This is an optimization exercise on Yosys and OpenROAD, whose aim is small area and few clock cycles per item, not a production implementation. Only simulation tests tie the RTL to the original design; equivalence was not proved. Power is estimated from default activity; no workload was simulated.

## before
==> module pixel_false_color_mapper, before the edit <==
module pixel_false_color_mapper (
	input  wire                              clk,
	input  wire                              arst_n,
	input  wire                              cfg_valid,
	output logic                             cfg_ready,
	input  wire [pfcm_pkg::CFG_IDX_W-1:0]    cfg_index,
	input  wire [pfcm_pkg::CFG_DATA_W-1:0]   cfg_data,
	input  wire                              s_axis_tvalid,
	output logic                             s_axis_tready,
	input  wire [pfcm_pkg::PIX_W-1:0]        s_axis_tdata,    
	output logic                             m_axis_tvalid,
	input  wire                              m_axis_tready,
	output logic [3*pfcm_pkg::CH_W-1:0]      m_axis_tdata     
);
	logic [3:0] dm1_q;
	logic       heat_q, satm_q;
	assign cfg_ready = 1'b1;
	always_ff @(posedge clk or negedge arst_n) begin
		if (!arst_n) begin
			dm1_q  <= DM1_RESET;
			heat_q <= 1'b0;
			satm_q <= 1'b0;
		end else if (cfg_valid) begin
			if (cfg_index == REG_BIT_DEPTH) begin
				if (cfg_data == 5'd0)
					dm1_q <= 4'd0;
				else if (cfg_data[4])
					dm1_q <= 4'd15;
				else
					dm1_q <= cfg_data[3:0] - 4'd1;
			end else begin
				heat_q <= (cfg_data[1:0] == MODE_HEAT);
				satm_q <= (cfg_data[1:0] == MODE_SAT);
			end
		end
	end
	logic v_q;
	assign s_axis_tready = !v_q || m_axis_tready;
	assign m_axis_tvalid = v_q;
	always_ff @(posedge clk or negedge arst_n) begin
		if (!arst_n)
			v_q <= 1'b0;
		else if (s_axis_tready)
			v_q <= s_axis_tvalid;
	end
	logic [15:0] pix;
	logic [15:0] msk;
	logic [15:0] pm;
	logic [15:0] pl;
	logic        over;
	logic [12:1] xp;
	logic [12:1] x;
	logic        sat;
	logic [15:0] r8;
	logic [15:0] top;
	logic        ge;
	logic        inc, dec;
	logic [7:0]  g;
	logic [11:0] val_n;
	always_comb begin
		pix = s_axis_tdata;
		for (int i = 0; i < 16; i++)
			msk[i] = (4'(i) <= dm1_q);
		pm   = pix & msk;
		over = |(pix & ~msk);
		pl = pix << ~dm1_q;
		for (int k = 1; k <= 12; k++)
			xp[k] = pl[16 - k];
		for (int k = 2; k <= 12; k++)
			if (dm1_q < 4'(k - 1))
				for (int dd = 1; dd < k; dd++)
					if (dm1_q == 4'(dd - 1))
						xp[k] = pl[15 - ((k - 1) % dd)];
		x = over ? '1 : xp;
		sat = over;
		if (!over) begin
			sat = 1'b1;
			for (int i = 1; i < 16; i++)
				if (msk[i] && !pix[i]) sat = 1'b0;
		end
		r8[15:8] = pix[7:0] & msk[15:8];
		r8[7:0]  = {xp[1], xp[2], xp[3], xp[4], xp[5], xp[6], xp[7], xp[8]} & msk[7:0];
		for (int i = 0; i < 16; i++)
			top[i] = msk[i] && ((i == 15) ? 1'b1 : !msk[i + 1]);
		ge  = (r8 >= (pm ^ top));
		inc = !over && !xp[1] && ge;
		dec = !over && xp[1] && !ge;
		g = {x[1], x[2], x[3], x[4], x[5], x[6], x[7], x[8]} + 8'(inc) - 8'(dec);
		if (heat_q)
			val_n = {x[12], x[1], x[2], x[3], x[4], x[5], x[6], x[7], x[8], x[9], x[10], x[11]};
		else
			val_n = {3'b000, satm_q && sat, g};
	end
	logic [11:0] val_q;
	logic        hm_q;
	always_ff @(posedge clk) begin
		if (s_axis_tready) begin
			val_q <= val_n;
			hm_q  <= heat_q;
		end
	end
	logic [7:0] hv [0:2];
	pfcm_chan_red   u_red   (.s(val_q[10:8]), .f(val_q[7:0]), .x12(val_q[11]), .value(hv[0]));
	pfcm_chan_green u_green (.s(val_q[10:8]), .f(val_q[7:0]), .x12(val_q[11]), .value(hv[1]));
	pfcm_chan_blue  u_blue  (.s(val_q[10:8]), .f(val_q[7:0]), .x12(val_q[11]), .value(hv[2]));
	always_comb begin
		if (hm_q)
			m_axis_tdata = {hv[2], hv[1], hv[0]};
		else if (val_q[8])
			m_axis_tdata = 24'h0000ff;
		else
			m_axis_tdata = {3{val_q[7:0]}};
	end
endmodule
==> flow/config.mk <==
export PLATFORM = sky130hd
export DESIGN_NAME = pixel_false_color_mapper
export DESIGN_NICKNAME = pixel_false_color_mapper
export VERILOG_FILES = /design/flow/design.v
export SDC_FILE = /design/flow/constraint.sdc
export NUM_CORES = 4
export LEC_CHECK = 0
export ABC_AREA = 1
export CAP_MARGIN = 20
export CORE_MARGIN = 2
export CORE_UTILIZATION = 40
export GPL_TIMING_DRIVEN = 0
export SETUP_SLACK_MARGIN = 0.1
export SLEW_MARGIN = 20
==> flow/constraint.sdc <==
create_clock -name core_clock -period 8.0 [get_ports {clk}]
set_input_delay 1.6000 -clock core_clock [delete_from_list [all_inputs] [get_ports {clk}]]
set_output_delay 1.6000 -clock core_clock [all_outputs]
set_load 0.01 [all_outputs]
standard.sh (not shown) runs the stock make flow with config.mk's settings and CLKGATE_MAP_FILE= SYNTH_SCRIPT=/design/flow/synth_recipe.tcl, a recipe that flattens the netlist after the stock synthesis.
==> flow/flow/run.sh <==
#!/bin/bash
# Layout flow: the standard ORFS flow, with two synthesis changes, smaller port buffers and a smaller clock tree.
#  - synthesis uses a local copy of the ORFS scripts whose area ABC script runs &deepsyn
#    and area recovery under a delay target; half adders are left to ABC as plain gates.
#  - port buffers are sky130_fd_sc_hd__buf_1 (every port still gets its own buffer).
#  - the clock tree uses sky130_fd_sc_hd__clkbuf_8 and no dummy loads.
# Each step's full output goes to a log file in this folder.
set -euo pipefail
WORK=$(pwd)
rm -rf "$WORK/scripts_local"
cp -r "$FLOW_HOME/scripts" "$WORK/scripts_local"
cat > "$WORK/scripts_local/abc_area.script" <<'ABC'
strash
&get -n
&deepsyn -T 120
&put
dch
map -D 2500
topo
stime -c
buffer -c
upsize -c
dnsize -c
ABC
DU_BASE=$(make -s -f - print <<'MK'
include $(FLOW_HOME)/platforms/sky130hd/config.mk
print:
	@echo $(DONT_USE_CELLS)
MK
)
bash standard.sh SCRIPTS_DIR="$WORK/scripts_local" \
	DONT_USE_CELLS="$DU_BASE sky130_fd_sc_hd__ha_1 sky130_fd_sc_hd__ha_2 sky130_fd_sc_hd__ha_4" \
	synth > "$WORK/synth.log" 2>&1
bash standard.sh BUFFER_PORTS_ARGS="-buffer_cell sky130_fd_sc_hd__buf_1" \
	CTS_ARGS="-buf_list sky130_fd_sc_hd__clkbuf_8 -dont_use_dummy_load" \
	finish > "$WORK/layout.log" 2>&1
Testbench counts of before, summed over its fixed seeds: cycles 16,078, items 16,000.
diff inputs: before => after
diff --git a/flow/design.v b/flow/design.v
--- a/flow/design.v
+++ b/flow/design.v
@@ -631,9 +631,18 @@
 			for (int i = 1; i < 16; i++)
 				if (msk[i] && !pix[i]) sat = 1'b0;
 		end
 		r8[15:8] = pix[7:0] & msk[15:8];
-		r8[7:0]  = {xp[1], xp[2], xp[3], xp[4], xp[5], xp[6], xp[7], xp[8]} & msk[7:0];
+		r8[7:0]  = 8'd0;
+		if (dm1_q >= 4'd7) begin
+			for (int j = 0; j < 8; j++)
+				r8[7 - j] = xp[1 + j];
+		end else begin
+			for (int dd = 1; dd <= 7; dd++)
+				if (dm1_q == 4'(dd - 1))
+					for (int i = 0; i < dd; i++)
+						r8[i] = pix[(i + 8 * dd - 8) % dd];
+		end
 		for (int i = 0; i < 16; i++)
 			top[i] = msk[i] && ((i == 15) ? 1'b1 : !msk[i + 1]);
 		ge  = (r8 >= (pm ^ top));
 		inc = !over && !xp[1] && ge;
==> comparison <==
Compared with before, after shows detailed-route vias per instance higher by about 4%.
after gives more top fanout value on the critical path than before did.
In the tables for after and before, total placed cells including tap cells reads lower with before.
The sequential share of layout area was comparable across after and before.
For power dissipated in sequential cells, before and after come out practically identical.
Taking before as the reference, in after number of buffers and inverters on the critical path increased by 1 relative to the old numbers, average cell area after synthesis now smaller, power now sits lower, clock-pin slew on the worst setup and hold paths stayed essentially flat, global routing usage on met1 now larger.
The clock share of power of after and that of before are within noise of each other.
Summary of the comparison: wire length of the first global-routing pass is higher in after, relative to before.
Looking at global-route usage, after sits 4.3 points higher than before does.
Testbench counts of after, summed over its fixed seeds: cycles 16,078, items 16,000.

separate check: timing with driven ports:
In the flow no input, the clock included, has a driving cell. The finished layouts below were timed again as built, in two steps. Step 1 sets driving cells, clkbuf_16 on the clock port and buf_2 on the other inputs (assumed; they add their load-dependent delay and slew). Step 2 moves the port delays by t, midway between the first and last clock arrival at a register: inputs arrive t later, outputs are due t later. That takes back most of the time a late clock gives input paths. Three values: no drivers, after step 1, after step 2; two values: the first two.
| run | shift t [ns] | slack for setup (ns) | latest minus earliest clock arrival (ns) | worst data-port slew with drivers (ns) |
|---|---|---|---|---|
| before | 0.284 | 0.652 / 0.624 / 0.908 | 0.002 / 0.002 | 0.03 |
| after | 0.272 | 0.539 / 0.517 / 0.789 | 0.019 / 0.020 | 0.03 |
After both steps setup and hold are still met in every run listed.
